Context: an optimization exercise on an open-source flow, tuned for small area, a short achievable clock period and few clock cycles. The choices shown serve that exercise and are no tape-out recipe. Function was checked by simulation only, so behaviour that the tests miss may differ from the original. Power figures rest on the tool's default switching activity, not on a simulated workload.

===== flow/config.mk =====
export PLATFORM = sky130hd
export DESIGN_NAME = core
export DESIGN_NICKNAME = core
export VERILOG_FILES = /design/flow/design.v
export SDC_FILE = /design/flow/constraint.sdc
export NUM_CORES = 4
export LEC_CHECK = 0
export CAP_MARGIN = 20
export CORE_MARGIN = 2
export CORE_UTILIZATION = 40
export CTS_CLUSTER_DIAMETER = 70
export CTS_CLUSTER_SIZE = 22
export SETUP_SLACK_MARGIN = 2.4
export SLEW_MARGIN = 20

===== flow/constraint.sdc =====
create_clock -name core_clock -period 5.5 [get_ports {clk}]
set_input_delay 1.1000 -clock core_clock [delete_from_list [all_inputs] [get_ports {clk}]]
set_output_delay 1.1000 -clock core_clock [all_outputs]
set_load 0.01 [all_outputs]

===== flow/design.v =====
package core_pkg;
	localparam int xlen = 64;
	localparam int ilen = 32;
	localparam int reg_addr_w = 5;
	localparam logic [xlen-1:0] default_reset_pc = 64'h8000_0000;
	localparam logic [6:0] opcode_op_imm = 7'b0010011;
	localparam logic [6:0] opcode_op = 7'b0110011;
	localparam logic [6:0] opcode_lui = 7'b0110111;
	localparam logic [6:0] funct7_base = 7'b0000000;
	localparam logic [6:0] funct7_alt = 7'b0100000;
endpackage
module fetch_stage #(
	parameter logic [core_pkg::xlen-1:0] RESET_PC = core_pkg::default_reset_pc
) (
	input  logic clk,
	input  logic reset,
	output logic ireq_valid,
	output logic [core_pkg::xlen-1:0] ireq_addr,
	input  logic iresp_data_ok,
	input  logic [core_pkg::ilen-1:0] iresp_data,
	output logic [core_pkg::xlen-3:0] pc,
	input  logic stall,
	input  logic [31:1] rf_valid,
	input  logic c_wen,
	input  logic [core_pkg::reg_addr_w-1:0] c_rd,
	input  logic x_wen,
	input  logic [core_pkg::reg_addr_w-1:0] x_rd,
	input  logic d_wen,
	input  logic [core_pkg::reg_addr_w-1:0] d_rd,
	output logic f_valid,
	output logic [core_pkg::ilen-1:0] f_instr,
	output logic f_wen,
	output logic [31:1] f_sel1,
	output logic [31:1] f_sel2,
	output logic f_bp1,
	output logic f_bp2,
	output logic f_imm,
	output logic f_m1a,
	output logic f_m1b,
	output logic f_m2a,
	output logic f_m2b,
	output logic f_stall
);
	logic [3:0] pc_lo;
	logic [core_pkg::xlen-7:0] pc_hi;
	logic [core_pkg::xlen-7:0] pc_hi_inc;
	logic [core_pkg::xlen-7:0] pc_hi_p1;
	logic hold;
	logic accept;
	logic n_valid_f;
	logic n_stall;
	logic adv;
	logic go;
	logic [core_pkg::ilen-1:0] n_instr;
	logic [core_pkg::reg_addr_w-1:0] n_rs1, n_rs2, f_rd;
	logic n_lui, n_op, n_use1, n_wen, n_slt;
	logic f_slt;
	logic n_bp1, n_bp2, n_m1a, n_m1b;
	logic [31:1] n_valid;
	assign ireq_valid = !hold;
	assign ireq_addr = {pc, 2'b00};
	assign accept = !hold && iresp_data_ok;
	assign adv = !hold;
	assign go = f_valid && !stall;
	assign pc = {pc_hi, pc_lo};
	incr #(.W(core_pkg::xlen-6)) pc_incr (.x(pc_hi), .y(pc_hi_inc));
	always_ff @(posedge clk) begin
		if (reset) begin
			pc_lo <= RESET_PC[5:2];
			pc_hi <= RESET_PC[core_pkg::xlen-1:6];
		end else if (accept) begin
			pc_lo <= pc_lo + 4'd1;
			if (pc_lo == 4'hf) pc_hi <= pc_hi_p1;
		end
	end
	always_ff @(posedge clk) begin
		pc_hi_p1 <= pc_hi_inc;
	end
	assign n_valid_f = adv ? accept : f_valid;
	always_ff @(posedge clk) begin
		if (reset) begin
			f_valid <= 1'b0;
			hold <= 1'b0;
		end else begin
			f_valid <= n_valid_f;
			hold <= n_valid_f && n_stall;
		end
	end
	assign n_instr = adv ? iresp_data : f_instr;
	assign n_rs1 = n_instr[19:15];
	assign n_rs2 = n_instr[24:20];
	assign n_lui = n_instr[6:0] == core_pkg::opcode_lui;
	assign n_op = n_instr[6:0] == core_pkg::opcode_op;
	assign n_use1 = !n_lui;
	assign f_rd = f_instr[11:7];
	decode_wen n_dec (.instr(n_instr), .wen(n_wen));
	assign n_stall = f_slt && (n_m1a || n_m1b);
	assign n_slt = n_op && n_instr[31:25] == core_pkg::funct7_base && n_instr[14:12] == 3'b010;
	assign n_m1a = go && f_wen && f_rd == n_rs1 && n_use1;
	assign n_m1b = go && f_wen && f_rd == n_rs2 && n_op;
	assign n_bp1 = x_wen && x_rd == n_rs1 && n_use1;
	assign n_bp2 = x_wen && x_rd == n_rs2 && n_op;
	for (genvar i = 1; i < 32; i++) begin : v
		assign n_valid[i] = rf_valid[i] || (c_wen && c_rd == i);
	end
	always_ff @(posedge clk) begin
		f_instr <= n_instr;
		for (int i = 1; i < 32; i++) begin
			f_sel1[i] <= n_rs1 == i && n_valid[i] && !n_bp1 && n_use1;
			f_sel2[i] <= n_rs2 == i && n_valid[i] && !n_bp2 && n_op;
		end
		f_bp1 <= n_bp1;
		f_bp2 <= n_bp2;
		f_imm <= !n_op;
		f_wen <= n_wen;
		f_slt <= n_slt;
		f_stall <= n_stall;
		f_m1a <= n_m1a;
		f_m1b <= n_m1b;
		f_m2a <= !n_m1a && d_wen && d_rd == n_rs1 && n_use1;
		f_m2b <= !n_m1b && d_wen && d_rd == n_rs2 && n_op;
	end
endmodule
module decode_wen (
	input  logic [core_pkg::ilen-1:0] instr,
	output logic wen
);
	logic [6:0] opcode;
	logic [2:0] funct3;
	logic [6:0] funct7;
	assign opcode = instr[6:0];
	assign funct3 = instr[14:12];
	assign funct7 = instr[31:25];
	assign wen = instr[11:7] != '0 && (
		(opcode == core_pkg::opcode_op_imm && funct3 == 3'b000)
		|| opcode == core_pkg::opcode_lui
		|| (opcode == core_pkg::opcode_op && funct7 == core_pkg::funct7_base
			&& (funct3 == 3'b000 || funct3 == 3'b111 || funct3 == 3'b110
				|| funct3 == 3'b100 || funct3 == 3'b010))
		|| (opcode == core_pkg::opcode_op && funct7 == core_pkg::funct7_alt && funct3 == 3'b000));
endmodule
module incr #(
	parameter int W = 62
) (
	input  logic [W-1:0] x,
	output logic [W-1:0] y
);
	localparam int L = W > 32 ? 6 : W > 16 ? 5 : W > 8 ? 4 : W > 4 ? 3 : W > 2 ? 2 : 1;
	logic [W-1:0] c [0:L];
	assign c[0] = x;
	for (genvar l = 0; l < L; l++) begin : lvl
		for (genvar i = 0; i < W; i++) begin : bitp
			if (i >= (1 << l)) assign c[l+1][i] = c[l][i] & c[l][i-(1<<l)];
			else assign c[l+1][i] = c[l][i];
		end
	end
	assign y = x ^ {c[L][W-2:0], 1'b1};
endmodule
module decode (
	input  logic clk,
	input  logic reset,
	input  logic f_valid,
	input  logic [core_pkg::ilen-1:0] f_instr,
	input  logic f_wen,
	input  logic f_imm,
	input  logic f_m1a,
	input  logic f_m1b,
	input  logic f_m2a,
	input  logic f_m2b,
	input  logic f_stall,
	output logic stall,
	input  logic [core_pkg::xlen-1:0] rf_rdata1,
	input  logic [core_pkg::xlen-1:0] rf_rdata2,
	input  logic [core_pkg::xlen/2-1:0] x1_res,
	input  logic [core_pkg::xlen-1:0] x2_res,
	output logic d_valid,
	output logic [core_pkg::ilen-1:0] d_instr,
	output logic d_wen,
	output logic d_sub,
	output logic d_sel_sum,
	output logic d_sel_and,
	output logic d_sel_or,
	output logic d_sel_xor,
	output logic d_sel_slt,
	output logic d_m1a,
	output logic d_m1b,
	output logic [core_pkg::xlen-1:0] d_a,
	output logic [core_pkg::xlen-1:0] d_b
);
	localparam int H = core_pkg::xlen / 2;
	logic [6:0] opcode;
	logic [2:0] funct3;
	logic [6:0] funct7;
	logic is_addi, is_lui, is_op, op_base, op_alt;
	logic is_add, is_sub, is_and, is_or, is_xor, is_slt;
	logic sub;
	logic go;
	logic [core_pkg::xlen-1:0] imm;
	logic [core_pkg::xlen-1:0] b_read;
	logic [core_pkg::xlen-1:0] a, b;
	assign opcode = f_instr[6:0];
	assign funct3 = f_instr[14:12];
	assign funct7 = f_instr[31:25];
	assign is_addi = opcode == core_pkg::opcode_op_imm && funct3 == 3'b000;
	assign is_lui = opcode == core_pkg::opcode_lui;
	assign is_op = opcode == core_pkg::opcode_op;
	assign op_base = is_op && funct7 == core_pkg::funct7_base;
	assign op_alt = is_op && funct7 == core_pkg::funct7_alt;
	assign is_add = op_base && funct3 == 3'b000;
	assign is_sub = op_alt && funct3 == 3'b000;
	assign is_and = op_base && funct3 == 3'b111;
	assign is_or = op_base && funct3 == 3'b110;
	assign is_xor = op_base && funct3 == 3'b100;
	assign is_slt = op_base && funct3 == 3'b010;
	assign sub = is_sub || is_slt;
	assign imm = is_lui ? {{(core_pkg::xlen-32){f_instr[31]}}, f_instr[31:12], 12'b0}
		: {{(core_pkg::xlen-12){f_instr[31]}}, f_instr[31:20]};
	assign stall = f_stall;
	assign go = f_valid && !stall;
	assign b_read = rf_rdata2 | ({core_pkg::xlen{f_imm}} & imm);
	assign a[H-1:0] = f_m1a ? x1_res : f_m2a ? x2_res[H-1:0] : rf_rdata1[H-1:0];
	assign a[2*H-1:H] = f_m2a ? x2_res[2*H-1:H] : rf_rdata1[2*H-1:H];
	assign b[H-1:0] = f_m1b ? x1_res : f_m2b ? x2_res[H-1:0] : b_read[H-1:0];
	assign b[2*H-1:H] = f_m2b ? x2_res[2*H-1:H] : b_read[2*H-1:H];
	always_ff @(posedge clk) begin
		if (reset) begin
			d_valid <= 1'b0;
			d_wen <= 1'b0;
		end else begin
			d_valid <= go;
			d_wen <= go && f_wen;
		end
	end
	always_ff @(posedge clk) begin
		d_instr <= f_instr;
		d_sub <= sub;
		d_sel_sum <= is_addi || is_lui || is_add || is_sub;
		d_sel_and <= is_and;
		d_sel_or <= is_or;
		d_sel_xor <= is_xor;
		d_sel_slt <= go && is_slt;
		d_m1a <= f_m1a;
		d_m1b <= f_m1b;
		d_a <= a;
		d_b <= b ^ {core_pkg::xlen{sub}};
	end
endmodule
module regfile (
	input  logic clk,
	input  logic reset,
	input  logic [31:1] sel1,
	input  logic [31:1] sel2,
	input  logic bp1,
	input  logic bp2,
	output logic [core_pkg::xlen-1:0] rdata1,
	output logic [core_pkg::xlen-1:0] rdata2,
	output logic [31:1] valid,
	input  logic wen,
	input  logic [core_pkg::reg_addr_w-1:0] waddr,
	input  logic [core_pkg::xlen-1:0] wdata
);
	logic [core_pkg::xlen-1:0] regs [1:31];
	logic [31:1] we;
	for (genvar i = 1; i < 32; i++) begin : r
		assign we[i] = wen && waddr == i;
		always_ff @(posedge clk) begin
			if (we[i]) regs[i] <= wdata;
		end
	end
	always_ff @(posedge clk) begin
		if (reset) valid <= '0;
		else valid <= valid | we;
	end
	always_comb begin
		rdata1 = {core_pkg::xlen{bp1}} & wdata;
		rdata2 = {core_pkg::xlen{bp2}} & wdata;
		for (int i = 1; i < 32; i++) begin
			rdata1 = rdata1 | ({core_pkg::xlen{sel1[i]}} & regs[i]);
			rdata2 = rdata2 | ({core_pkg::xlen{sel2[i]}} & regs[i]);
		end
	end
endmodule
module execute (
	input  logic clk,
	input  logic reset,
	input  logic d_valid,
	input  logic [core_pkg::ilen-1:0] d_instr,
	input  logic d_wen,
	input  logic d_sub,
	input  logic d_sel_sum,
	input  logic d_sel_and,
	input  logic d_sel_or,
	input  logic d_sel_xor,
	input  logic d_sel_slt,
	input  logic d_m1a,
	input  logic d_m1b,
	input  logic [core_pkg::xlen-1:0] d_a,
	input  logic [core_pkg::xlen-1:0] d_b,
	output logic x_valid,
	output logic x_wen,
	output logic [core_pkg::ilen-1:0] x_instr,
	output logic [core_pkg::xlen/2-1:0] x1_res,
	output logic [core_pkg::xlen-1:0] result
);
	localparam int H = core_pkg::xlen / 2;
	logic [H-1:0] sum_lo;
	logic cout_lo;
	logic x_sub, x_sel_sum, x_sel_and, x_sel_or, x_sel_xor, x_sel_slt;
	logic x_carry;
	logic [H-1:0] x_rlo;
	logic [H-1:0] x_a_hi, x_b_hi;
	logic [H-1:0] sum_hi, r_hi;
	logic lt;
	addc #(.W(H)) add_lo (.a(d_a[H-1:0]), .b(d_b[H-1:0]), .cin(d_sub), .s(sum_lo), .cout(cout_lo));
	assign x1_res = ({H{d_sel_sum}} & sum_lo)
		| ({H{d_sel_and}} & (d_a[H-1:0] & d_b[H-1:0]))
		| ({H{d_sel_or}} & (d_a[H-1:0] | d_b[H-1:0]))
		| ({H{d_sel_xor}} & (d_a[H-1:0] ^ d_b[H-1:0]));
	always_ff @(posedge clk) begin
		if (reset) begin
			x_valid <= 1'b0;
			x_wen <= 1'b0;
		end else begin
			x_valid <= d_valid;
			x_wen <= d_wen;
		end
	end
	always_ff @(posedge clk) begin
		x_instr <= d_instr;
		x_sub <= d_sub;
		x_sel_sum <= d_sel_sum;
		x_sel_and <= d_sel_and;
		x_sel_or <= d_sel_or;
		x_sel_xor <= d_sel_xor;
		x_sel_slt <= d_sel_slt;
		x_carry <= cout_lo;
		x_rlo <= x1_res;
		x_a_hi <= d_m1a ? r_hi : d_a[2*H-1:H];
		x_b_hi <= d_m1b ? (r_hi ^ {H{d_sub}}) : d_b[2*H-1:H];
	end
	addc #(.W(H)) add_hi (.a(x_a_hi), .b(x_b_hi), .cin(x_carry), .s(sum_hi), .cout());
	assign lt = (x_a_hi[H-1] == x_b_hi[H-1]) ? x_a_hi[H-1] : sum_hi[H-1];
	assign r_hi = ({H{x_sel_sum}} & sum_hi)
		| ({H{x_sel_and}} & (x_a_hi & x_b_hi))
		| ({H{x_sel_or}} & (x_a_hi | x_b_hi))
		| ({H{x_sel_xor}} & (x_a_hi ^ x_b_hi));
	assign result = {r_hi, x_sel_slt ? {{(H-1){1'b0}}, lt} : x_rlo};
endmodule
module addc #(
	parameter int W = 32
) (
	input  logic [W-1:0] a,
	input  logic [W-1:0] b,
	input  logic cin,
	output logic [W-1:0] s,
	output logic cout
);
	localparam int L = W > 32 ? 6 : W > 16 ? 5 : W > 8 ? 4 : W > 4 ? 3 : W > 2 ? 2 : 1;
	logic [W-1:0] p0;
	logic [W-1:0] g [0:L];
	logic [W-1:0] p [0:L];
	assign p0 = a ^ b;
	assign p[0] = p0;
	assign g[0] = {a[W-1:1] & b[W-1:1], (a[0] & b[0]) | (p0[0] & cin)};
	for (genvar l = 0; l < L; l++) begin : lvl
		for (genvar i = 0; i < W; i++) begin : bitp
			if (i >= (1 << l)) begin : comb
				assign g[l+1][i] = g[l][i] | (p[l][i] & g[l][i-(1<<l)]);
				assign p[l+1][i] = p[l][i] & p[l][i-(1<<l)];
			end else begin : pass
				assign g[l+1][i] = g[l][i];
				assign p[l+1][i] = p[l][i];
			end
		end
	end
	assign s = p0 ^ {g[L][W-2:0], cin};
	assign cout = g[L][W-1];
endmodule
module writeback #(
	parameter logic [core_pkg::xlen-1:0] RESET_PC = core_pkg::default_reset_pc
) (
	input  logic clk,
	input  logic reset,
	input  logic [core_pkg::xlen-3:0] pc,
	input  logic x_valid,
	input  logic [core_pkg::ilen-1:0] x_instr,
	input  logic x_wen,
	input  logic [core_pkg::xlen-1:0] result,
	output logic commit_valid,
	output logic [core_pkg::xlen-1:0] commit_pc,
	output logic [core_pkg::ilen-1:0] commit_instr,
	output logic commit_wen,
	output logic [core_pkg::reg_addr_w-1:0] commit_wdest,
	output logic [core_pkg::xlen-1:0] commit_wdata
);
	logic [3:0] cpc_lo;
	logic [core_pkg::xlen-7:0] cpc_hi;
	always_ff @(posedge clk) begin
		if (reset) begin
			commit_valid <= 1'b0;
			commit_wen <= 1'b0;
			cpc_lo <= RESET_PC[5:2];
			cpc_hi <= RESET_PC[core_pkg::xlen-1:6];
		end else begin
			commit_valid <= x_valid;
			commit_wen <= x_wen;
			if (commit_valid) begin
				cpc_lo <= cpc_lo + 4'd1;
				if (cpc_lo == 4'hf) cpc_hi <= pc[core_pkg::xlen-3:4];
			end
		end
	end
	always_ff @(posedge clk) begin
		commit_instr <= x_instr;
		commit_wdata <= result;
	end
	assign commit_pc = {cpc_hi, cpc_lo, 2'b00};
	assign commit_wdest = commit_instr[11:7];
endmodule
module core #(
	parameter logic [core_pkg::xlen-1:0] RESET_PC = core_pkg::default_reset_pc
) (
	input  logic clk,
	input  logic reset,
	output logic ireq_valid,
	output logic [core_pkg::xlen-1:0] ireq_addr,
	input  logic iresp_data_ok,
	input  logic [core_pkg::ilen-1:0] iresp_data,
	output logic commit_valid,
	output logic [core_pkg::xlen-1:0] commit_pc,
	output logic [core_pkg::ilen-1:0] commit_instr,
	output logic commit_wen,
	output logic [core_pkg::reg_addr_w-1:0] commit_wdest,
	output logic [core_pkg::xlen-1:0] commit_wdata
);
	logic [core_pkg::xlen-3:0] pc;
	logic stall;
	logic f_valid;
	logic [core_pkg::ilen-1:0] f_instr;
	logic f_wen;
	logic [31:1] f_sel1, f_sel2;
	logic f_bp1, f_bp2, f_imm;
	logic f_m1a, f_m1b, f_m2a, f_m2b, f_stall;
	logic d_valid;
	logic [core_pkg::ilen-1:0] d_instr;
	logic d_wen;
	logic d_sub, d_sel_sum, d_sel_and, d_sel_or, d_sel_xor, d_sel_slt;
	logic d_m1a, d_m1b;
	logic [core_pkg::xlen-1:0] d_a;
	logic [core_pkg::xlen-1:0] d_b;
	logic x_valid;
	logic x_wen;
	logic [core_pkg::ilen-1:0] x_instr;
	logic [core_pkg::xlen/2-1:0] x1_res;
	logic [31:1] rf_valid;
	logic [core_pkg::xlen-1:0] rf_rdata1;
	logic [core_pkg::xlen-1:0] rf_rdata2;
	logic [core_pkg::xlen-1:0] result;
	fetch_stage #(.RESET_PC(RESET_PC)) fetch_stage_i (
		.clk, .reset,
		.ireq_valid, .ireq_addr, .iresp_data_ok, .iresp_data, .pc,
		.stall, .rf_valid,
		.c_wen(commit_wen), .c_rd(commit_wdest),
		.x_wen, .x_rd(x_instr[11:7]),
		.d_wen, .d_rd(d_instr[11:7]),
		.f_valid, .f_instr, .f_wen, .f_sel1, .f_sel2, .f_bp1, .f_bp2, .f_imm,
		.f_m1a, .f_m1b, .f_m2a, .f_m2b, .f_stall
	);
	decode decode_i (
		.clk, .reset,
		.f_valid, .f_instr, .f_wen, .f_imm, .f_m1a, .f_m1b, .f_m2a, .f_m2b, .f_stall, .stall,
		.rf_rdata1, .rf_rdata2, .x1_res, .x2_res(result),
		.d_valid, .d_instr, .d_wen,
		.d_sub, .d_sel_sum, .d_sel_and, .d_sel_or, .d_sel_xor, .d_sel_slt,
		.d_m1a, .d_m1b, .d_a, .d_b
	);
	regfile regfile_i (
		.clk, .reset,
		.sel1(f_sel1), .sel2(f_sel2), .bp1(f_bp1), .bp2(f_bp2),
		.rdata1(rf_rdata1), .rdata2(rf_rdata2), .valid(rf_valid),
		.wen(commit_wen), .waddr(commit_wdest), .wdata(commit_wdata)
	);
	execute execute_i (
		.clk, .reset,
		.d_valid, .d_instr, .d_wen,
		.d_sub, .d_sel_sum, .d_sel_and, .d_sel_or, .d_sel_xor, .d_sel_slt,
		.d_m1a, .d_m1b, .d_a, .d_b,
		.x_valid, .x_wen, .x_instr, .x1_res, .result
	);
	writeback #(.RESET_PC(RESET_PC)) writeback_i (
		.clk, .reset, .pc,
		.x_valid, .x_instr, .x_wen, .result,
		.commit_valid, .commit_pc, .commit_instr,
		.commit_wen, .commit_wdest, .commit_wdata
	);
endmodule

===== flow/run.sh =====
#!/bin/bash
# synth_recipe.tcl (not shown) runs the flow's synth.tcl, then flattens the netlist and writes it again
# the make line also repeats each setting of config.mk as NAME=value (left out here)
make -C /OpenROAD-flow-scripts/flow DESIGN_CONFIG=/design/flow/config.mk WORK_HOME=/design/flow/orfs CLKGATE_MAP_FILE= SYNTH_SCRIPT=/design/flow/synth_recipe.tcl finish

==> flow_summary_export.csv, run 1 <==
group,metric,value,unit
critical_path,rr_worst_depth,6,
placement,placed_cell_area,118900,um2
yosys,yosysTopAreaCell,"edfxtp_1",
clock_network,root_buffer,"clkbuf_16",
drt,wl_per_cell,44.12,um
final_layout,regArea,74410,um2
clock_network,clock_latency,900,ps
yosys,yosysUniqueCellTypes,80,
final_layout,nFillCells,23930,
floorplanning,io_pins,267,
critical_path,critPathRequiredTime,6230,ps
yosys,syn_area,110400,um2
clock_network,cts_buffer_depth,3,
critical_path,crit_cells,6,
yosys,yosys_warnings,11,
final_layout,multi_input_area,34160,um2
sta,fmax,0.3049,GHz
grt,overflow,0,
floorplanning,design.core.area,274100,um2
run,cap_violations,0,
sta,finalSetupTns,0,ps
grt,grt_pass1_vias,85080,
power,max-vdd-ir-drop,0.0002479,V
critical_path,endpoint_kind,"flip-flop",
sta,hold_viol,0,
sta,finalClockSkew,48.18,ps
floorplanning,die_h,529.4,um
yosys,avgSynthCellArea,13.32,um2
critical_path,worst_setup_path_start_kind,"flip-flop",
critical_path,setup.worst_path.end,"decode_i.d_a[22]",
critical_path,path_max_fanout,25,
drt,drt-vias-per-instance,7.592,
power,p_total,36.22,mW
clock_network,h-tree-depth,4,
floorplanning,die_area,280300,um2
drt,ant_nets,0,
yosys,ys_ff_latch,2707,
critical_path,cpPeakStageDelay,960,ps
drt,vias,93510,
grt,grt_antenna_before_repair,33,
placement,port_buffers,262,
yosys,synthArstFlopShare,0,%
yosys,yosys-top-cells-area,"edfxtp_1 54%, dfxtp_1 13%, a22oi_1 5.9%",
sta,maxSlewHeadroom,6.463,%
floorplanning,start_util,40.28,%
grt,grt_pass1_wl,719.8,mm
yosys,ys.flop_type,"edfxtp_1",
yosys,yosysSeqAreaShare,67.07,%
clock_network,cts.sinks,2707,
clock_network,cts_buffers,163,
final_layout,design_area,126100,um2
drt,drt_iter0_markers,22930,
final_layout,fin_nets,8630,
power,leakagePower,44.85,nW
sta,slew_violations,0,
critical_path,path_cells,"buf_4 -> a22o_1 -> a221oi_1 -> nand4_1 -> nor3_1 -> o31ai_1",
critical_path,critical_path_class,"flip-flop to flip-flop",
drt,drt-total-wl,543.4,mm
placement,gp_routability_congestion,0.9869,
critical_path,rrSetupSlack,2220,ps
critical_path,critPathLaunch,"fetch_stage_i.f_bp1",
clock_network,cts_hold_buf,0,
yosys,netlist_top_cells_count,"1,984 x edfxtp_1, 865 x a22oi_1, 723 x dfxtp_1",
critical_path,slowest_stage,"nor3_1",
floorplanning,die_w,529.4,um
critical_path,crit_arrival,4010,ps
clock_network,path_clk_slew,90,ps
drt,drc,0,
sta,fin_crit_sh,59.63,%
sta,timing.final.setup_violations,0,
power,p_per_area,287.2,nW/um2
run_status,status,"complete, no violations",
clock_network,tritoncts,"done",
critical_path,path_buf_inv,1,
floorplanning,rows,192,
critical_path,critPathTopFamily,"simple AND/OR/NAND/NOR gates",
yosys,yosysMostFrequentCell,"edfxtp_1",
final_layout,drive_gt1_share,11.47,%
final_layout,syn2layout_area_growth,14.19,%
sta,finalCriticalPeriod,3280,ps
yosys,synthCells,8288,
sta,hold_slack,321.4,ps
sta,rsz0062_at_grt,"yes",
hold_path,worstHoldPathType,"flip-flop to flip-flop",
yosys,synth_edf_count,1984,
grt,grtUsageTotal,37.18,%
sta,worst_pin_slew,1400,ps
drt,first_pass_iters,14,
placement,hpwl,285.9,mm
critical_path,r2r_end,"decode_i.d_a[22]",
grt,grt_max_degree,79,
yosys,yosysTopAreaCellShare,53.96,%
critical_path,reg2reg_from,"fetch_stage_i.f_bp1",
state kept, by name, indices dropped and copies added (netlist names), 58 cells and up:
name                      flops
decode_i.d_a                 64
decode_i.d_b                 64
fetch_stage_i.pc_hi          58
fetch_stage_i.pc_hi_p1       58
regfile_i.regs             1984
writeback_i.commit_wdata     64
writeback_i.cpc_hi           58
routing by layer:
| layer | global-route usage [%] | wire (um) | vias up |
|---|---|---|---|
| met3 | 17.38 | 100100 | 3483 |
| li1 | - | - | 33760 |
| met2 | 51.41 | 212700 | 11140 |
| met5 | 1.022 | 597 | - |
| met4 | 26.37 | 52960 | 33 |
| met1 | 45.28 | 177100 | 45090 |
cell type report:
| class | instances | share of cell area [%] |
|---|---|---|
| diodes | 34 | 0.06748 |
| repair buffers | 626 | 5.111 |
| clock buffers | 221 | 3.632 |
| flip-flops and latches | 2707 | 59.02 |
| inverters | 241 | 0.7175 |
| well taps | 3686 | 3.658 |
| multi-input cells | 4721 | 27.09 |
| clock inverters | 81 | 0.7036 |
power by group:
part           switching, mW  internal [mW]
Combinational          0.369          0.225
Sequential            0.0907           21.7
Clock                   7.44           6.37
Total                   7.90           28.3
layout by cell type, fill, tap and decap left out, types with 22 or more instances in the layout:
master and instances:
edfxtp_1 1984, a22oi_1 864, dfxtp_1 596, a221oi_1 560
a22o_1 524, nand2_1 439, a21oi_1 360, nand4_1 272
buf_4 261, inv_1 237, nand3_1 215, clkdlybuf4s50_1 202
nor3_1 192, nor2_1 186, clkbuf_16 173, xnor2_1 136
ha_1 120, o21ai_0 91, dfxtp_4 81, a222oi_1 75
buf_12 74, xor2_1 66, a21o_1 46, dfxtp_2 46
dlygate4sd2_1 43, mux2_2 41, nand2b_1 39, clkbuf_1 39
diode_2 34, nor2_4 34, a32oi_1 26, nor2b_1 25
nor4_1 24, and3_1 22
per-stage QoR:
step / utilization, % / cells / setup slack [ps]
floorplan: - / 8291 / 1355
global placement: 43.37 / 11920 / 1502
detailed placement: 43.39 / 11920 / 1558
CTS: 45.68 / 12250 / 2177
global route: 45.97 / 12290 / 2155
finish: 46.00 / 12320 / 2220
logic make-up after synthesis:
kind of cell	share of synthesized area (%)
AOI/OAI and AO/OA	19.34
xor gates and xnor gates	1.610
adders and majority gates	1.557
buffers and inverters	2.975
DFF	67.07
muxes	0.6323
other	0.003396
and+or+nand+nor	6.811
worst min-delay path by stage:
stage	from	to	depth (start not counted)
final	decode_i.d_instr[14]	execute_i.x_instr[14]	0
after global routing	decode_i.d_instr[14]	execute_i.x_instr[14]	0
after CTS	decode_i.d_sel_slt	execute_i.x_sel_slt	0
after detailed placement	execute_i.x_instr[12]	writeback_i.commit_instr[12]	0
after global placement	decode_i.d_instr[1]	execute_i.x_instr[1]	0
after floorplan	decode_i.d_instr[0]	execute_i.x_instr[0]	0
worst reg2reg max path, cell delays in order (launching register included):
cell and delay, ps:
dfxtp_4 600, buf_4 660, a22o_1 380, a221oi_1 260
nand4_1 140, nor3_1 960, o31ai_1 140
timing repair:
item | CTS | global route
endpoints found under the setup margin | 240 | 146
buffers inserted | 33 | 28
gates resized for setup | 232 | 133
cloned | 1 | 1
pin swaps | 32 | 38
hold endpoints to repair | 0 | 0
Testbench counts, summed over its fixed seeds: cycles 43,120.
==> run 2: changes to the inputs <==
--- a/flow/config.mk
+++ b/flow/config.mk
@@ -9,3 +9,3 @@
 export CORE_MARGIN = 2
-export CORE_UTILIZATION = 40
+export CORE_UTILIZATION = 55
 export CTS_CLUSTER_DIAMETER = 70
==> run 2 against run 1 <==
  * First-iteration DRC count rose by 2.6%
  * Final cell count is 8.5% lower
  * Critical path depth rose by 6
  * Still clean on timing, DRC and antenna
  * Sequential share of layout area is 0.59 points higher
  * Highest routed layer unchanged
  * Via count down 0.54%
  * Worst setup slack worse by 64 ps
==> flow_summary_export.csv, run 2 <==
group,metric,value,unit
clock_network,tritoncts,"done",
grt,grt_pass1_vias,84770,
sta,rsz0062_at_grt,"yes",
sta,worst_pin_slew,1238,ps
drt,first_pass_iters,12,
run,cap_violations,0,
yosys,synth_edf_count,1984,
critical_path,rr_worst_depth,12,
yosys,avgSynthCellArea,13.32,um2
power,p_total,35.87,mW
clock_network,h-tree-depth,4,
critical_path,cpPeakStageDelay,440,ps
power,leakagePower,44.79,nW
sta,slew_violations,0,
placement,gp_routability_congestion,0.9838,
sta,finalSetupTns,0,ps
grt,grtUsageTotal,51.01,%
sta,fin_crit_sh,60.79,%
yosys,synthMuxAreaShare,0.6323,%
clock_network,root_buffer,"clkbuf_16",
yosys,syn_area,110400,um2
floorplanning,start_util,55.30,%
yosys,synthArstFlopShare,0,%
drt,vias,93010,
critical_path,worst_setup_path_start_kind,"flip-flop",
yosys,synthCells,8288,
critical_path,path_max_fanout,4,
yosys,netlist_top_cells_count,"1,984 x edfxtp_1, 865 x a22oi_1, 723 x dfxtp_1",
sta,fmax,0.2991,GHz
sta,finalCriticalPeriod,3344,ps
critical_path,endpoint_kind,"flip-flop",
grt,grt_max_degree,93,
yosys,yosysMostFrequentCell,"edfxtp_1",
yosys,ys.flop_type,"edfxtp_1",
floorplanning,design.core.area,199700,um2
floorplanning,die_area,204400,um2
clock_network,cts_buffer_depth,3,
final_layout,regArea,74420,um2
placement,port_buffers,262,
floorplanning,io_pins,267,
grt,grt_antenna_before_repair,27,
placement,hpwl,278.0,mm
yosys,yosysSeqAreaShare,67.07,%
yosys,yosysTopAreaCellShare,53.96,%
final_layout,nFillCells,15210,
final_layout,drive_gt1_share,11.82,%
final_layout,fin_nets,8630,
final_layout,multi_input_area,34420,um2
yosys,yosys-top-cells-area,"edfxtp_1 54%, dfxtp_1 13%, a22oi_1 5.9%",
sta,maxSlewHeadroom,17.49,%
drt,drc,0,
yosys,yosysTopAreaCell,"edfxtp_1",
critical_path,critPathRequiredTime,6280,ps
clock_network,cts_hold_buf,0,
drt,ant_nets,0,
power,max-vdd-ir-drop,0.0003395,V
critical_path,crit_arrival,4120,ps
clock_network,path_clk_slew,90,ps
sta,hold_slack,330.3,ps
yosys,synthAdderAreaFrac,1.557,%
grt,overflow,0,
floorplanning,die_w,452.1,um
clock_network,cts_buffers,160,
yosys,synth_top_family_by_area,"compound AO/OA/AOI/OAI gates",
floorplanning,die_h,452.1,um
hold_path,worstHoldPathType,"flip-flop to flip-flop",
grt,grt_pass1_wl,715.2,mm
critical_path,rrSetupSlack,2160,ps
critical_path,path_cells,"fa_2 -> a211oi_4 -> o31ai_4 -> buf_4 -> buf_6 -> a2111oi_4 -> o21ai_2 -> or4_4 -> a32oi_4 -> a31oi_4 -> xnor2_1 -> mux2_4",
drt,drt-vias-per-instance,8.251,
sta,finalClockSkew,41.26,ps
critical_path,r2r_end,"execute_i.x_b_hi[15]",
critical_path,critPathLaunch,"execute_i.x_carry",
yosys,synth_compound_area_share,19.34,%
yosys,synth_xor_xnor_area_share,1.610,%
final_layout,most-common-layout-cells,"1,984 x edfxtp_1, 864 x a22oi_1, 593 x dfxtp_1",
final_layout,top_register,"regfile_i.regs",
critical_path,reg2reg_from,"execute_i.x_carry",
drt,drt_iter0_markers,23520,
final_layout,largest_reg_flops,1984,
critical_path,slowest_stage,"or4_4",
drt,wl_per_cell,47.59,um
floorplanning,rows,164,
sta,hold_viol,0,
final_layout,syn2layout_area_growth,13.08,%
clock_network,cts.sinks,2707,
power,p_per_area,287.3,nW/um2
sta,timing.final.setup_violations,0,
critical_path,critical_path_class,"flip-flop to flip-flop",
yosys,synth_simple_gate_area_share,6.811,%
yosys,yosys_warnings,11,
yosys,ys_ff_latch,2707,
yosys,yosysUniqueCellTypes,80,
drt,drt-total-wl,536.5,mm
final_layout,final_common_cell,"edfxtp_1",
clock_network,clock_latency,900,ps
run_status,status,"complete, no violations",
critical_path,setup.worst_path.end,"execute_i.x_b_hi[15]",
==> run 2: changes by cell type in the layout (fill, tap and decap cells not counted), sizes merged, moves of 2 or more <==
cell / delta
clkdlybuf4s50: +3
clkdlybuf4s15: -6
clkinvlp: -5
inv: +5
clkinv: -5
dlygate4sd2: +2
clkbuf: +2
bufinv: -2
diode: -9
==> run 2: layout make-up <==
type	count	share of cell area, %
repair buffers	629	5.168
multi-input cells	4721	27.57
well taps	2656	2.662
diodes	25	0.05010
inverters	241	0.7265
clock buffers	220	3.579
flip-flops and latches	2707	59.60
clock inverters	74	0.6413
==> run 2: worst min-delay path by stage <==
stage | endpoint | depth (start not counted) | start
floorplan | execute_i.x_instr[0] | 0 | decode_i.d_instr[0]
global placement | execute_i.x_instr[18] | 0 | decode_i.d_instr[18]
detailed placement | execute_i.x_instr[24] | 0 | decode_i.d_instr[24]
CTS | writeback_i.commit_instr[13] | 0 | execute_i.x_instr[13]
global route | writeback_i.commit_instr[14] | 0 | execute_i.x_instr[14]
finish | execute_i.x_sel_slt | 0 | decode_i.d_sel_slt
==> run 2: logic make-up after synthesis <==
kind of cell	Yosys count
AOI/OAI and AO/OA	2772
xor gates and xnor gates	203
adders and majority gates	135
buffers and inverters	863
DFF	2707
muxes	64
other	1
and+or+nand+nor	1543
==> run 2: power by group <==
part | total (mW) | leakage [nW] | switching [mW] | internal (mW)
Clock | 13.5 | 2.55 | 7.33 | 6.14
Combinational | 0.602 | 14.5 | 0.374 | 0.228
Sequential | 21.8 | 27.8 | 0.0893 | 21.7
==> run 2: critical path, delay by kind of cell (launching register included) <==
family	cells	cell delay [ps]
compound gates	6	1270
mux	1	280
simple gates	1	440
xor+xnor	1	200
fa+ha+maj	1	390
flops	1	390
buf+inv	2	270
==> run 2: per-stage QoR <==
stage | instances | area, um2 | util, % | setup WS (ps)
after floorplan | 8291 | 110500 | - | 1355
after global placement | 10880 | 117400 | 58.80 | 1637
after detailed placement | 10880 | 117400 | 58.81 | 1624
after CTS | 11220 | 123900 | 62.05 | 2152
after global routing | 11250 | 124800 | 62.51 | 2133
final | 11270 | 124900 | 62.54 | 2156
==> run 2: what timing repair did <==
item                                    CTS  global route
setup buffers                            41            28
gates resized for setup                 294           164
pin swaps                                47            60
gates cloned                              2             0
endpoints found under the setup margin  254           151
==> run 2: routing by layer <==
layer	global-route usage (%)	vias up	routed length, um
li1	-	33750	-
met1	64.54	45010	173100
met2	70.86	10970	213600
met3	21.15	3241	97210
met4	35.57	38	52060
met5	0.4664	-	485
==> run 3: changes to the inputs <==
==> flow/flow/run.sh (new file) <==
#!/bin/bash
# The standard layout, with plain buffers (buf_2) rather than the
# default delay cells on the input and output ports.
set -euo pipefail
export BUFFER_PORTS_ARGS="-buffer_cell sky130_fd_sc_hd__buf_2"
bash standard.sh > standard.log 2>&1
==> flow/standard.sh (new file) <==
#!/bin/bash
# synth_recipe.tcl (not shown) runs the flow's synth.tcl, then flattens the netlist and writes it again
# the make line also repeats each setting of config.mk as NAME=value (left out here)
make -C /OpenROAD-flow-scripts/flow DESIGN_CONFIG=/design/flow/config.mk WORK_HOME=/design/flow/orfs CLKGATE_MAP_FILE= SYNTH_SCRIPT=/design/flow/synth_recipe.tcl "${@:-finish}"
removed: flow/run.sh
==> run 3 against run 2 <==
  * Clock power barely moved
  * Critical path depth down 1
  * Register-to-register slack barely moved
  * Clock skew increased by 1.0 ps
  * Still clean on timing, DRC and antenna
  * Global-route usage fell by 0.80 points
  * Largest power group unchanged
  * Total power down 0.22%
  * Worst hold slack got worse by 14 ps
==> flow_summary_export.csv, run 3 <==
group,metric,value,unit
run_status,status,"complete, no violations",
grt,grt_pass1_vias,84590,
grt,grt_pass1_wl,702.8,mm
grt,grtUsageTotal,50.21,%
placement,pre_cts_slack,1419,ps
drt,ant_nets,0,
clock_network,h-tree-depth,4,
floorplanning,rows,164,
power,internal_power,28.14,mW
final_layout,final_common_cell,"edfxtp_1",
power,p_sw,7.658,mW
grt,use_met3,24.32,%
clock_network,clock_latency,900,ps
floorplanning,die_area,204400,um2
yosys,yosysTopAreaCell,"edfxtp_1",
floorplanning,start_util,55.30,%
sta,finalClockSkew,42.30,ps
final_layout,nFillCells,15280,
power,p_per_area,290.8,nW/um2
clock_network,cts.sinks,2707,
yosys,synth_edf_count,1984,
floorplanning,io_pins,267,
sta,fmax,0.2978,GHz
grt,grt_antenna_before_repair,32,
power,netSwitchingFraction,21.39,%
yosys,yosysSeqAreaShare,67.07,%
final_layout,fin_util,61.65,%
sta,hold_viol,0,
critical_path,endpoint_kind,"flip-flop",
yosys,yosys_warnings,11,
grt,grt_max_degree,108,
yosys,yosysTopAreaCellShare,53.96,%
final_layout,largest_reg_flops,1984,
sta,rsz0062_at_grt,"yes",
yosys,syn_area,110400,um2
yosys,synthCells,8288,
sta,timing.final.setup_violations,0,
power,seq_power_share,60.9,%
yosys,yosysUniqueCellTypes,80,
clock_network,cts_hold_buf,0,
grt,overflow,0,
sta,slew_violations,0,
clock_network,cts_buffers,158,
critical_path,critical_path_class,"flip-flop to flip-flop",
critical_path,crit_arrival,4140,ps
yosys,yosys-top-cells-area,"edfxtp_1 54%, dfxtp_1 13%, a22oi_1 5.9%",
drt,drt-vias-per-instance,8.256,
final_layout,drive_gt1_share,13.73,%
yosys,netlist_top_cells_count,"1,984 x edfxtp_1, 865 x a22oi_1, 723 x dfxtp_1",
run,cap_violations,0,
drt,drt-total-wl,531.2,mm
sta,finalCriticalPeriod,3358,ps
sta,fin_crit_sh,61.06,%
hold_path,worstHoldPathType,"flip-flop to flip-flop",
placement,port_buffers,262,
clock_network,tritoncts,"done",
yosys,synthArstFlopShare,0,%
final_layout,top_register,"regfile_i.regs",
drt,drt_iter0_markers,23200,
power,combPwrFrac,1.5,%
clock_network,path_clk_slew,90,ps
yosys,ys.flop_type,"edfxtp_1",
floorplanning,die_h,452.1,um
yosys,avgSynthCellArea,13.32,um2
yosys,ys_ff_latch,2707,
sta,maxSlewHeadroom,17.24,%
sta,setup_slack,2142,ps
placement,gp_routability_congestion,0.9443,
sta,finalSetupTns,0,ps
power,leakagePower,44.85,nW
drt,vias,93130,
final_layout,most-common-layout-cells,"1,984 x edfxtp_1, 865 x a22oi_1, 628 x dfxtp_1",
clock_network,cts_buffer_depth,3,
final_layout,syn2layout_area_growth,11.47,%
drt,wl_per_cell,47.09,um
sta,worst_pin_slew,1232,ps
grt,grtUsageMet2,68.93,%
critical_path,worst_setup_path_start_kind,"flip-flop",
drt,drc,0,
clock_network,root_buffer,"clkbuf_16",
placement,hpwl,274.2,mm
drt,first_pass_iters,21,
final_layout,fin_nets,8630,
critical_path,path_max_fanout,5,
floorplanning,die_w,452.1,um
floorplanning,design.core.area,199700,um2
power,p_clk_share,37.5,%
grt,grt-busiest-layer,"met2",
grt,grtUsageMet1,61.88,%
yosys,yosysMostFrequentCell,"edfxtp_1",
power,max-vdd-ir-drop,0.0004038,V
critical_path,critPathRequiredTime,6290,ps
-- run 3: power groups by stage --
stage	clock network (mW)	registers, mW	logic (mW)
floorplan	0	22.3	0.286
global placement	0	22.3	0.500
detailed placement	0	22.3	0.509
CTS	13.3	21.8	0.523
global route	14.1	21.8	0.588
finish	13.4	21.8	0.551
-- run 3: cell families after synthesis --
| kind of cell | share of synthesized area (%) |
|---|---|
| AOI/OAI and AO/OA | 19.34 |
| adders and majority gates | 1.557 |
| muxes | 0.6323 |
| and+or+nand+nor | 6.811 |
| DFF | 67.07 |
| other | 0.003396 |
| xor gates and xnor gates | 1.610 |
| buffers and inverters | 2.975 |
-- run 3: worst paths after layout --
path / start / endpoint / slack (ps) / cells after the start
worst min register to register: decode_i.d_sel_slt / execute_i.x_sel_slt / 320 / 0
worst max-delay path: execute_i.x_carry / execute_i.x_b_hi[31] / 2140 / 11
worst max register to register: execute_i.x_carry / execute_i.x_b_hi[31] / 2140 / 11
worst min-delay path: decode_i.d_sel_slt / execute_i.x_sel_slt / 320 / 0
-- run 3: cell type report --
cell class	instances	area, um2	area share (%)
tap	2656	3323	2.700
timing repair buffer	631	5021	4.079
multi-input combinational	4721	34150	27.75
antenna	36	90.09	0.07319
clock inverter	54	591.8	0.4808
clock buffer	234	4652	3.780
inverter	241	904.6	0.7350
sequential	2707	74350	60.40
-- run 3: through the flow --
stage | hold slack [ps] | instances | instance area, um2 | power, mW
after detailed placement | 312.1 | 10890 | 116400 | 22.78
after CTS | 324.1 | 11210 | 122200 | 35.66
after global placement | 310.8 | 10890 | 116300 | 22.77
final | 316.3 | 11280 | 123100 | 35.79
after global routing | 328.4 | 11250 | 123000 | 36.46
after floorplan | 309.6 | 8291 | 110500 | 22.60
-- run 3: routing by layer --
layer,up-vias,wire (um),share of wire [%]
met5,-,502,0.095
met4,46,51990,9.8
met3,3566,98810,19
met2,11170,209500,39
met1,44600,170400,32
li1,33750,-,-
-- run 3: worst max-delay path, cell delays in order, from the launching register on --
cell,delay (ps)
dfxtp_4,390
fa_2,420
a211oi_4,270
o31ai_4,100
a2111o_1,450
o2111ai_4,250
buf_12,170
a211oi_4,90
or4_1,440
and4_4,230
xnor2_1,140
mux2_4,280
-- run 3: repair_timing --
item / CTS / global route
hold endpoints to repair: 0 / 0
buffers inserted: 27 / 34
gates resized for setup: 98 / 93
pin swaps: 26 / 41
endpoints found under the setup margin: 150 / 114
==> run 4: changes to the inputs <==
--- a/flow/design.v
+++ b/flow/design.v
@@ -361,5 +361,6 @@
 	logic [W-1:0] p [0:L];
+	logic [W:0] c;
 	assign p0 = a ^ b;
 	assign p[0] = p0;
-	assign g[0] = {a[W-1:1] & b[W-1:1], (a[0] & b[0]) | (p0[0] & cin)};
+	assign g[0] = a & b;
 	for (genvar l = 0; l < L; l++) begin : lvl
@@ -375,4 +376,5 @@
 	end
-	assign s = p0 ^ {g[L][W-2:0], cin};
-	assign cout = g[L][W-1];
+	assign c = {g[L] | (p[L] & {W{cin}}), cin};
+	assign s = p0 ^ c[W-1:0];
+	assign cout = c[W];
 endmodule
==> flow/run.sh (new file) <==
#!/bin/bash
# synth_recipe.tcl (not shown) runs the flow's synth.tcl, then flattens the netlist and writes it again
# the make line also repeats each setting of config.mk as NAME=value (left out here)
make -C /OpenROAD-flow-scripts/flow DESIGN_CONFIG=/design/flow/config.mk WORK_HOME=/design/flow/orfs CLKGATE_MAP_FILE= SYNTH_SCRIPT=/design/flow/synth_recipe.tcl finish
removed: flow/flow/run.sh
removed: flow/standard.sh
==> run 4 against run 3 <==
  * Wire length up 0.97%
  * Synthesized cell count down 1.6%
  * Die area down 0.52%
  * Global-route usage up 0.70 points
  * Sequential power about the same
  * First-iteration DRC count down 1.3%
  * Combinational power up 0.7%
  * Worst hold slack better by 5.5 ps
  * Register-to-register slack better by 20 ps
  * Total power up 0.67%
==> flow_summary_export.csv, run 4 <==
group,metric,value,unit
clock_network,h-tree-depth,4,
drt,ant_nets,0,
power,p_per_area,289.9,nW/um2
grt,grtUsageTotal,50.91,%
yosys,yosysUniqueCellTypes,81,
drt,drc,0,
yosys,synth_xor_xnor_area_share,1.690,%
sta,hold_viol,0,
critical_path,crit_arrival,4150,ps
final_layout,most-common-layout-cells,"1,984 x edfxtp_1, 818 x a22oi_1, 604 x dfxtp_1",
yosys,yosys-top-cells-area,"edfxtp_1 54%, dfxtp_1 13%, a22oi_1 5.6%",
grt,grt_pass1_vias,83840,
clock_network,root_buffer,"clkbuf_16",
final_layout,final_common_cell,"edfxtp_1",
clock_network,tritoncts,"done",
clock_network,cts.sinks,2707,
floorplanning,start_util,55.18,%
yosys,synth_compound_area_share,19.40,%
final_layout,top_register,"regfile_i.regs",
final_layout,regArea,74420,um2
yosys,ys.flop_type,"edfxtp_1",
final_layout,largest_reg_flops,1984,
hold_path,worstHoldPathType,"flip-flop to flip-flop",
sta,fmax,0.2992,GHz
sta,rsz0062_at_grt,"yes",
floorplanning,design.core.area,199000,um2
yosys,synth_edf_count,1984,
sta,timing.final.setup_violations,0,
yosys,yosysTopAreaCell,"edfxtp_1",
critical_path,path_max_fanout,27,
drt,vias,92530,
yosys,yosysSeqAreaShare,67.42,%
yosys,netlist_top_cells_count,"1,984 x edfxtp_1, 818 x a22oi_1, 723 x dfxtp_1",
critical_path,cpPeakStageDelay,1110,ps
placement,hpwl,269.2,mm
yosys,synth_simple_gate_area_share,6.346,%
clock_network,clock_latency,870,ps
floorplanning,io_pins,267,
floorplanning,die_area,203300,um2
placement,port_buffers,262,
floorplanning,die_w,450.9,um
critical_path,crit_top_cell,"a221oi_1",
yosys,yosysMostFrequentCell,"edfxtp_1",
floorplanning,rows,164,
sta,maxSlewHeadroom,10.95,%
drt,first_pass_iters,15,
power,leakagePower,45.06,nW
final_layout,nFillCells,15100,
sta,finalSetupTns,0,ps
drt,wl_per_cell,48.20,um
power,p_total,36.03,mW
yosys,synthMuxAreaShare,0.6493,%
final_layout,syn2layout_area_growth,13.15,%
sta,finalClockSkew,37.19,ps
yosys,synthAdderAreaFrac,1.529,%
yosys,syn_area,109800,um2
sta,worst_pin_slew,1333,ps
drt,drt-vias-per-instance,8.316,
yosys,synthCells,8157,
grt,grt_antenna_before_repair,40,
sta,slew_violations,0,
grt,grt_max_degree,74,
clock_network,cts_buffer_depth,3,
final_layout,drive_gt1_share,11.45,%
clock_network,cts_hold_buf,0,
floorplanning,die_h,450.9,um
final_layout,fin_util,62.44,%
yosys,synthArstFlopShare,0,%
yosys,yosysTopAreaCellShare,54.24,%
critical_path,worst_setup_path_start_kind,"flip-flop",
power,max-vdd-ir-drop,0.0003664,V
sta,hold_slack,321.8,ps
placement,gp_routability_congestion,0.9562,
clock_network,cts_buffers,158,
critical_path,critical_path_class,"flip-flop to flip-flop",
sta,finalCriticalPeriod,3342,ps
drt,drt_iter0_markers,22890,
yosys,avgSynthCellArea,13.47,um2
critical_path,critPathRequiredTime,6310,ps
yosys,synth_top_family_by_area,"compound AO/OA/AOI/OAI gates",
final_layout,multi_input_area,33890,um2
critical_path,path_cells,"buf_4 -> a22o_1 -> a221oi_1 -> nand4_1 -> nor3_1 -> a221oi_1 -> a21o_1",
grt,grt_pass1_wl,708.7,mm
drt,drt-total-wl,536.3,mm
critical_path,endpoint_kind,"flip-flop",
run_status,status,"complete, no violations",
run,cap_violations,0,
yosys,ys_ff_latch,2707,
clock_network,path_clk_slew,90,ps
sta,fin_crit_sh,60.77,%
yosys,yosys_warnings,11,
final_layout,fin_nets,8483,
critical_path,slowest_stage,"dfxtp_4",
grt,overflow,0,
==> run 4: cell count changes after synthesis, moves of 15 or more <==
cell / change
clkbuf_1: -18
a21o_1: +15
a22o_1: +19
nor2_1: -21
a221oi_1: +21
a22oi_1: -47
nand2_1: -34
==> run 4: through the flow <==
step / instances / worst slack (ps) / instance area, um2
2_1_floorplan: 8160 / 1355 / 109900
3_3_place_gp: 10730 / 1599 / 116700
3_5_place_dp: 10740 / 1587 / 116800
4_1_cts: 11070 / 2241 / 123200
5_1_grt: 11100 / 2165 / 124200
6_report: 11130 / 2158 / 124300
==> run 4: cell type report <==
type | instances | share of cell area (%)
Multi-Input combinational cell | 4601 | 27.27
Timing Repair Buffer | 610 | 5.107
Clock inverter | 61 | 0.6745
Inverter | 237 | 0.7158
Tap cell | 2656 | 2.674
Antenna cell | 29 | 0.05839
Sequential cell | 2707 | 59.88
Clock buffer | 226 | 3.624
==> run 4: layer usage <==
metal  part of all wire [%]  vias up  global-route usage (%)
li1                       -    33240                       -
met5                  0.049        -                  0.2367
met2                     40    11240                   70.17
met1                     32    44740                   63.92
met3                     19     3292                   22.64
met4                    9.3       22                   35.39
==> run 4: worst max-delay path: cells and delay by family, from the launching register on <==
| kind | cells | cell delay, ps |
|---|---|---|
| buffers and inverters | 1 | 810 |
| and+or+nand+nor | 2 | 240 |
| DFF | 1 | 1110 |
| AOI/OAI and AO/OA | 4 | 1080 |
==> run 4: cells by family after synthesis <==
family                   count (synthesis)
adder cells (fa/ha/maj)                133
AO/OA/AOI/OAI                         2756
AND/OR/NAND/NOR                       1430
flip-flops                            2707
XOR/XNOR                               212
other                                    1
multiplexers                            65
buffers and inverters                  853
==> run 4: report_power, final <==
| part | internal (mW) | switching [mW] |
|---|---|---|
| clock network | 6.47 | 7.22 |
| registers | 21.7 | 0.0970 |
| logic | 0.228 | 0.327 |
==> run 4: path summary, 6_finish.rpt <==
| path | from | endpoint | slack (ps) | cells past startpoint |
|---|---|---|---|---|
| worst max-delay path | fetch_stage_i.f_bp1 | decode_i.d_a[27] | 2160 | 7 |
| worst max register to register | fetch_stage_i.f_bp1 | decode_i.d_a[27] | 2160 | 7 |
| worst min-delay path | execute_i.x_instr[15] | writeback_i.commit_instr[15] | 320 | 0 |
| worst min register to register | execute_i.x_instr[15] | writeback_i.commit_instr[15] | 320 | 0 |
==> run 4: timing repair <==
item / in CTS / in global routing
setup buffers: 45 / 27
pin swaps: 49 / 54
resized for setup: 251 / 153
cloned: 1 / 2
setup endpoints to repair: 289 / 178
Testbench counts of run 4, summed over its fixed seeds: cycles 43,120.
==> run 5: changes to the inputs <==
--- a/flow/design.v
+++ b/flow/design.v
@@ -58,3 +58,3 @@
 	logic n_bp1, n_bp2, n_m1a, n_m1b;
-	logic [31:1] n_valid;
+	logic [31:1] n_ok;
 	assign ireq_valid = !hold;
@@ -103,3 +103,3 @@
 	for (genvar i = 1; i < 32; i++) begin : v
-		assign n_valid[i] = rf_valid[i] || (c_wen && c_rd == i);
+		assign n_ok[i] = (rf_valid[i] || (c_wen && c_rd == i)) && !(x_wen && x_rd == i);
 	end
@@ -108,4 +108,4 @@
 		for (int i = 1; i < 32; i++) begin
-			f_sel1[i] <= n_rs1 == i && n_valid[i] && !n_bp1 && n_use1;
-			f_sel2[i] <= n_rs2 == i && n_valid[i] && !n_bp2 && n_op;
+			f_sel1[i] <= n_rs1 == i && n_ok[i] && n_use1;
+			f_sel2[i] <= n_rs2 == i && n_ok[i] && n_op;
 		end
==> flow/flow/run.sh (new file) <==
#!/bin/bash
# The standard layout, with plain buffers (buf_2) rather than the
# default delay cells on the input and output ports.
set -euo pipefail
export BUFFER_PORTS_ARGS="-buffer_cell sky130_fd_sc_hd__buf_2"
bash standard.sh > standard.log 2>&1
==> flow/standard.sh (new file) <==
#!/bin/bash
# synth_recipe.tcl (not shown) runs the flow's synth.tcl, then flattens the netlist and writes it again
# the make line also repeats each setting of config.mk as NAME=value (left out here)
make -C /OpenROAD-flow-scripts/flow DESIGN_CONFIG=/design/flow/config.mk WORK_HOME=/design/flow/orfs CLKGATE_MAP_FILE= SYNTH_SCRIPT=/design/flow/synth_recipe.tcl "${@:-finish}"
removed: flow/run.sh
==> run 5 against run 4 <==
  * Synthesized area increased by 0.24%
  * Worst hold slack improved by 9.4 ps
  * Wire length decreased by 0.95%
  * Sequential cell count unchanged
  * Highest routed layer unchanged
  * Still clean
  * Register-to-register slack improved by 50 ps
  * Largest cell class unchanged
  * Non-clock buffer count increased by 38
  * Fmax increased by 1.6%
  * Final cell count increased by 0.75%
  * Clock skew increased by 6.9 ps
  * Total power about the same
==> flow_summary_export.csv, run 5 <==
group,metric,value,unit
drt,drt-vias-per-instance,8.289,
yosys,yosysUniqueCellTypes,86,
floorplanning,design.core.area,199500,um2
final_layout,final_common_cell,"edfxtp_1",
floorplanning,die_area,203800,um2
final_layout,design_area,123100,um2
yosys,yosys-top-cells-area,"edfxtp_1 54%, dfxtp_1 13%, a22oi_1 5.4%",
power,internal_power,28.33,mW
yosys,yosysSeqAreaShare,67.26,%
floorplanning,die_w,451.4,um
critical_path,critical_path_class,"flip-flop to flip-flop",
clock_network,cts_buffer_depth,3,
critical_path,crit_arrival,4010,ps
critical_path,rrSetupSlack,2210,ps
hold_path,holdPathStages,0,
final_layout,nFillCells,15360,
sta,fin_crit_sh,59.83,%
sta,slew_violations,0,
yosys,synth_xor_xnor_area_share,1.758,%
final_layout,largest_reg_flops,1984,
power,max-vdd-ir-drop,0.0003595,V
drt,drt-total-wl,531.2,mm
yosys,yosys_warnings,11,
grt,overflow,0,
clock_network,root_buffer,"clkbuf_16",
final_layout,fin_nets,8554,
sta,rsz0062_at_grt,"yes",
grt,grtUsageTotal,50.30,%
final_layout,regArea,74360,um2
critical_path,worst_setup_path_start_kind,"flip-flop",
power,p_clk_share,38.1,%
power,netSwitchingFraction,21.31,%
sta,finalSetupTns,0,ps
drt,drc,0,
yosys,avgSynthCellArea,13.44,um2
grt,grt_antenna_before_repair,35,
clock_network,tritoncts,"done",
sta,worst_pin_slew,1326,ps
sta,setup_slack,2209,ps
floorplanning,io_pins,267,
yosys,yosysMostFrequentCell,"edfxtp_1",
yosys,synth_compound_area_share,19.35,%
hold_path,hold_start,"decode_i.d_instr[13]",
critical_path,reg2reg_from,"fetch_stage_i.f_m2b",
sta,timing.final.setup_violations,0,
yosys,synth_edf_count,1984,
drt,wl_per_cell,47.38,um
yosys,ys.flop_type,"edfxtp_1",
hold_path,worstHoldPathType,"flip-flop to flip-flop",
final_layout,most-common-layout-cells,"1,984 x edfxtp_1, 794 x a22oi_1, 617 x dfxtp_1",
power,seq_power_share,60.5,%
yosys,synth_top_family_by_area,"compound AO/OA/AOI/OAI gates",
power,p_sw,7.672,mW
yosys,synthArstFlopShare,0,%
yosys,yosysTopAreaCellShare,54.11,%
critical_path,endpoint_kind,"flip-flop",
floorplanning,rows,164,
placement,gp_routability_congestion,0.9790,
hold_path,min_to,"execute_i.x_instr[13]",
yosys,synthAdderAreaFrac,1.525,%
clock_network,path_clk_slew,90,ps
run_status,status,"complete, no violations",
yosys,syn_area,110100,um2
final_layout,drive_gt1_share,14.72,%
clock_network,cts.sinks,2707,
placement,placed_cell_area,115900,um2
drt,ant_nets,0,
sta,finalClockSkew,44.14,ps
final_layout,top_register,"regfile_i.regs",
sta,hold_viol,0,
clock_network,h-tree-depth,4,
sta,hold_slack,331.1,ps
placement,hpwl,282.5,mm
critical_path,rr_worst_depth,8,
sta,fmax,0.3039,GHz
grt,grt_max_degree,74,
drt,vias,92930,
critical_path,critPathRequiredTime,6220,ps
floorplanning,die_h,451.4,um
yosys,ys_ff_latch,2707,
power,leakagePower,45.27,nW
placement,pre_cts_slack,1879,ps
drt,drt_iter0_markers,23580,
clock_network,clock_latency,880,ps
critical_path,r2r_end,"decode_i.d_b[9]",
power,combPwrFrac,1.4,%
yosys,synth_simple_gate_area_share,6.533,%
final_layout,multi_input_area,34220,um2
sta,finalCriticalPeriod,3291,ps
clock_network,cts_buffers,160,
run,cap_violations,0,
final_layout,syn2layout_area_growth,11.81,%
drt,first_pass_iters,14,
floorplanning,start_util,55.20,%
yosys,synthCells,8191,
yosys,yosysTopAreaCell,"edfxtp_1",
yosys,netlist_top_cells_count,"1,984 x edfxtp_1, 794 x a22oi_1, 723 x dfxtp_1",
critical_path,path_max_fanout,25,
yosys,synthMuxAreaShare,0.6671,%
placement,port_buffers,262,
sta,maxSlewHeadroom,11.36,%
power,p_per_area,292.4,nW/um2
grt,grt_pass1_wl,703.8,mm
grt,grt_pass1_vias,83970,
-- run 5: power groups by stage --
stage                     logic (mW)  clock network (mW)  registers (mW)
after floorplan                0.271                   0            22.3
after global placement         0.434                   0            22.2
after detailed placement       0.443                   0            22.2
after CTS                      0.464                13.6            21.8
after global routing           0.540                14.3            21.8
final                          0.505                13.7            21.8
-- run 5: cell type report --
cell class	instances	share of cell area [%]
diodes	35	0.07115
clock buffers	236	3.844
clock inverters	60	0.5610
inverters	224	0.6830
multi-input cells	4645	27.80
flip-flops and latches	2707	60.40
well taps	2656	2.699
repair buffers	648	3.937
-- run 5: worst max-delay path, stage by stage (launching register included) --
cell	delay, ps
dfxtp_4	840
buf_4	520
buf_4	580
a21oi_1	80
nand3_1	120
nor3_1	90
a221oi_1	560
a21oi_1	120
xnor2_1	170
-- run 5: kinds of logic after synthesis --
| kind of cell | count (synthesis) |
|---|---|
| AO/OA/AOI/OAI | 2747 |
| adder cells (fa/ha/maj) | 133 |
| multiplexers | 67 |
| XOR/XNOR | 221 |
| flip-flops | 2707 |
| buffers and inverters | 842 |
| AND/OR/NAND/NOR | 1473 |
| other | 1 |
-- run 5: metal layers --
layer  share of wire, %  track usage, %
met5               0.15          0.7463
met4                9.3           33.54
met3                 19           23.63
met2                 39           68.93
met1                 32           63.25
-- run 5: repair_timing --
item,4_1_cts,5_1_grt
pin swaps,46,62
cloned,0,0
gates resized for setup,107,118
endpoints found under the setup margin,122,160
buffers inserted,29,36
hold buffers,0,0
-- run 5: how the worst max path moves through the flow --
stage,slack [ps],cells after the start,end,start
after floorplan,1310,5,fetch_stage_i.f_sel2[11],writeback_i.commit_wen
after CTS,2320,10,execute_i.x_b_hi[30],execute_i.x_b_hi[20]
after global placement,1890,8,fetch_stage_i.f_sel2[23],iresp_data[3]
final,2210,8,decode_i.d_b[9],fetch_stage_i.f_m2b
after global routing,2160,11,execute_i.x_b_hi[31],execute_i.x_b_hi[20]
after detailed placement,1880,12,execute_i.x_b_hi[23],execute_i.x_a_hi[0]
-- run 5: metrics by stage --
step	util (%)	power [mW]	cells
floorplan	-	22.53	8194
global placement	58.11	22.67	10810
detailed placement	58.12	22.68	10810
CTS	61.21	35.85	11140
global route	61.68	36.65	11180
finish	61.72	36.00	11210
Testbench counts of run 5, summed over its fixed seeds: cycles 43,120.
==> run 6: changes to the inputs <==
--- a/flow/config.mk
+++ b/flow/config.mk
@@ -9,3 +9,3 @@
 export CORE_MARGIN = 2
-export CORE_UTILIZATION = 55
+export CORE_UTILIZATION = 40
 export CTS_CLUSTER_DIAMETER = 70
@@ -14 +14,2 @@
 export SLEW_MARGIN = 20
+export TNS_END_PERCENT = 20
==> run 6 against run 5 <==
  * Combinational power barely moved
  * Wire length up 1.7%
  * Die area grew 37%
  * Sequential power hardly changed
  * Sequential share of layout area decreased by 0.22 points
  * Largest cell class unchanged
  * Fmax decreased by 7.9%
==> flow_summary_export.csv, run 6 <==
group,metric,value,unit
final_layout,multi_input_area,34020,um2
final_layout,drive_gt1_share,13.85,%
placement,gp_routability_congestion,0.9414,
yosys,yosys-top-cells-area,"edfxtp_1 54%, dfxtp_1 13%, a22oi_1 5.4%",
yosys,synthArstFlopShare,0,%
sta,slew_violations,0,
clock_network,h-tree-depth,4,
power,p_per_area,289.0,nW/um2
sta,finalSetupTns,0,ps
clock_network,cts_hold_buf,0,
drt,dr_wl_met3,96.59,mm
drt,first_pass_iters,12,
yosys,synth_compound_area_share,19.35,%
yosys,synthMuxAreaShare,0.6671,%
final_layout,top_register,"regfile_i.regs",
yosys,yosysUniqueCellTypes,86,
yosys,yosysSeqAreaShare,67.26,%
drt,wl_met1,176.8,mm
final_layout,syn2layout_area_growth,12.24,%
sta,timing.final.setup_violations,0,
sta,finalCriticalPeriod,3571,ps
critical_path,setup.worst_path.end,"decode_i.d_a[4]",
critical_path,reg2reg_from,"fetch_stage_i.f_sel1[8]",
floorplanning,io_pins,267,
floorplanning,rows,192,
floorplanning,die_area,279500,um2
yosys,synth_top_family_by_area,"compound AO/OA/AOI/OAI gates",
critical_path,critical_path_class,"flip-flop to flip-flop",
yosys,yosysMostFrequentCell,"edfxtp_1",
floorplanning,start_util,40.24,%
critical_path,worst_setup_path_start_kind,"flip-flop",
drt,vias,91780,
yosys,yosysTopAreaCell,"edfxtp_1",
drt,top_layer,"met5",
hold_path,worstHoldPathType,"flip-flop to flip-flop",
clock_network,path_clk_slew,100,ps
final_layout,most-common-layout-cells,"1,984 x edfxtp_1, 794 x a22oi_1, 608 x dfxtp_1",
drt,drt_iter0_markers,22230,
grt,grt_pass1_wl,717.3,mm
yosys,ys.flop_type,"edfxtp_1",
drt,drt-vias-per-instance,7.602,
critical_path,critPathLaunch,"fetch_stage_i.f_sel1[8]",
final_layout,largest_reg_flops,1984,
grt,grt_antenna_before_repair,26,
run_status,status,"complete, no violations",
clock_network,clock_latency,920,ps
yosys,synth_simple_gate_area_share,6.533,%
grt,grt_max_degree,89,
sta,fin_crit_sh,64.93,%
drt,ant_nets,0,
power,leakagePower,44.94,nW
yosys,syn_area,110100,um2
critical_path,rrSetupSlack,1930,ps
critical_path,critPathRequiredTime,6340,ps
hold_path,holdPathStages,0,
sta,worst_pin_slew,1430,ps
sta,hold_viol,0,
critical_path,r2r_end,"decode_i.d_a[4]",
drt,wl_met2,214.5,mm
yosys,avgSynthCellArea,13.44,um2
final_layout,regArea,74370,um2
drt,wl_per_cell,44.74,um
final_layout,fin_nets,8510,
yosys,netlist_top_cells_count,"1,984 x edfxtp_1, 794 x a22oi_1, 723 x dfxtp_1",
yosys,ys_ff_latch,2707,
critical_path,endpoint_kind,"flip-flop",
critical_path,crit_arrival,4410,ps
yosys,synthCells,8191,
drt,drc,0,
clock_network,root_buffer,"clkbuf_16",
grt,overflow,0,
sta,finalClockSkew,54.67,ps
yosys,synth_xor_xnor_area_share,1.758,%
clock_network,cts.sinks,2707,
critical_path,path_max_fanout,23,
clock_network,tritoncts,"done",
placement,port_buffers,262,
yosys,synthAdderAreaFrac,1.525,%
yosys,synth_edf_count,1984,
sta,rsz0062_at_grt,"yes",
sta,fmax,0.2800,GHz
drt,drt-total-wl,540.1,mm
critical_path,rr_worst_depth,7,
floorplanning,die_w,528.7,um
final_layout,nFillCells,24020,
sta,hold_slack,329.4,ps
clock_network,cts_buffers,157,
placement,hpwl,280.5,mm
floorplanning,die_h,528.7,um
sta,maxSlewHeadroom,4.633,%
power,max-vdd-ir-drop,0.0003480,V
floorplanning,design.core.area,273600,um2
grt,grt_pass1_vias,84150,
final_layout,final_common_cell,"edfxtp_1",
yosys,yosys_warnings,11,
run,cap_violations,0,
yosys,yosysTopAreaCellShare,54.11,%
grt,grtUsageTotal,37.10,%
clock_network,cts_buffer_depth,3,
==> run 6: cell counts after synthesis <==
Identical to the previous run, type by type.
==> run 6: through the flow <==
step	power, mW	std cells	worst slack [ps]	area, um2	util, %
6_report	35.72	12070	1929	123600	45.16
5_1_grt	36.35	12060	1987	123500	45.15
4_1_cts	35.62	12030	2089	122800	44.89
3_5_place_dp	22.69	11710	1760	116900	42.73
3_3_place_gp	22.68	11710	1702	116900	42.71
2_1_floorplan	22.53	8194	1308	110100	-
==> run 6: critical path: stages, from the launching register on <==
cell      delay, ps
dfxtp_4         880
buf_4           710
a22o_1          290
a221oi_1         60
nand4_1         130
nor3_1           60
a221oi_1       1150
a21o_1          190
==> run 6: layout make-up <==
cell class | instances | area share (%)
Sequential cell | 2707 | 60.18
Multi-Input combinational cell | 4645 | 27.53
Timing Repair Buffer | 607 | 3.741
Tap cell | 3589 | 3.634
Clock buffer | 223 | 3.523
Inverter | 224 | 0.6804
Clock inverter | 64 | 0.6763
Antenna cell | 15 | 0.03037
==> run 6: repair_timing <==
action,4_1_cts,5_1_grt
resized for setup,103,95
endpoints found under the setup margin,207,190
cloned,0,0
setup buffers,30,24
pin swaps,44,38
==> run 6: report_power, final <==
part	internal, mW	leakage [nW]	switching (mW)
clock	6.15	2.52	7.29
sequential	21.7	28.2	0.0843
combinational	0.187	14.2	0.321
==> run 6: per-layer routing <==
| layer | GRT usage (%) | vias up |
|---|---|---|
| met5 | 0.5195 | - |
| met4 | 26.54 | 40 |
| met3 | 15.56 | 3191 |
| met2 | 52.20 | 10780 |
| met1 | 45.55 | 44400 |
| li1 | - | 33370 |
==> run 6: worst min-delay path by stage <==
| stage | start | to | slack, ps |
|---|---|---|---|
| 6_report | execute_i.x_instr[5] | writeback_i.commit_instr[5] | 330 |
| 5_1_grt | decode_i.d_sel_slt | execute_i.x_sel_slt | 340 |
| 4_1_cts | execute_i.x_instr[31] | writeback_i.commit_instr[31] | 330 |
| 3_5_place_dp | decode_i.d_instr[18] | execute_i.x_instr[18] | 310 |
| 3_3_place_gp | decode_i.d_instr[26] | execute_i.x_instr[26] | 310 |
| 2_1_floorplan | decode_i.d_instr[0] | execute_i.x_instr[0] | 310 |
==> run 6: cells by family after synthesis <==
kind of cell	count (synthesis)
AO/OA/AOI/OAI	2747
XOR/XNOR	221
adder cells (fa/ha/maj)	133
buffers and inverters	842
flip-flops	2707
multiplexers	67
other	1
AND/OR/NAND/NOR	1473

Setup slack of run 6, layout unchanged: 1.929 ns with ideal ports, 1.929 ns with driving cells assumed (clock clkbuf_16, inputs buf_2), 1.929 ns with port delays also shifted by the 0.989 ns mid clock arrival.
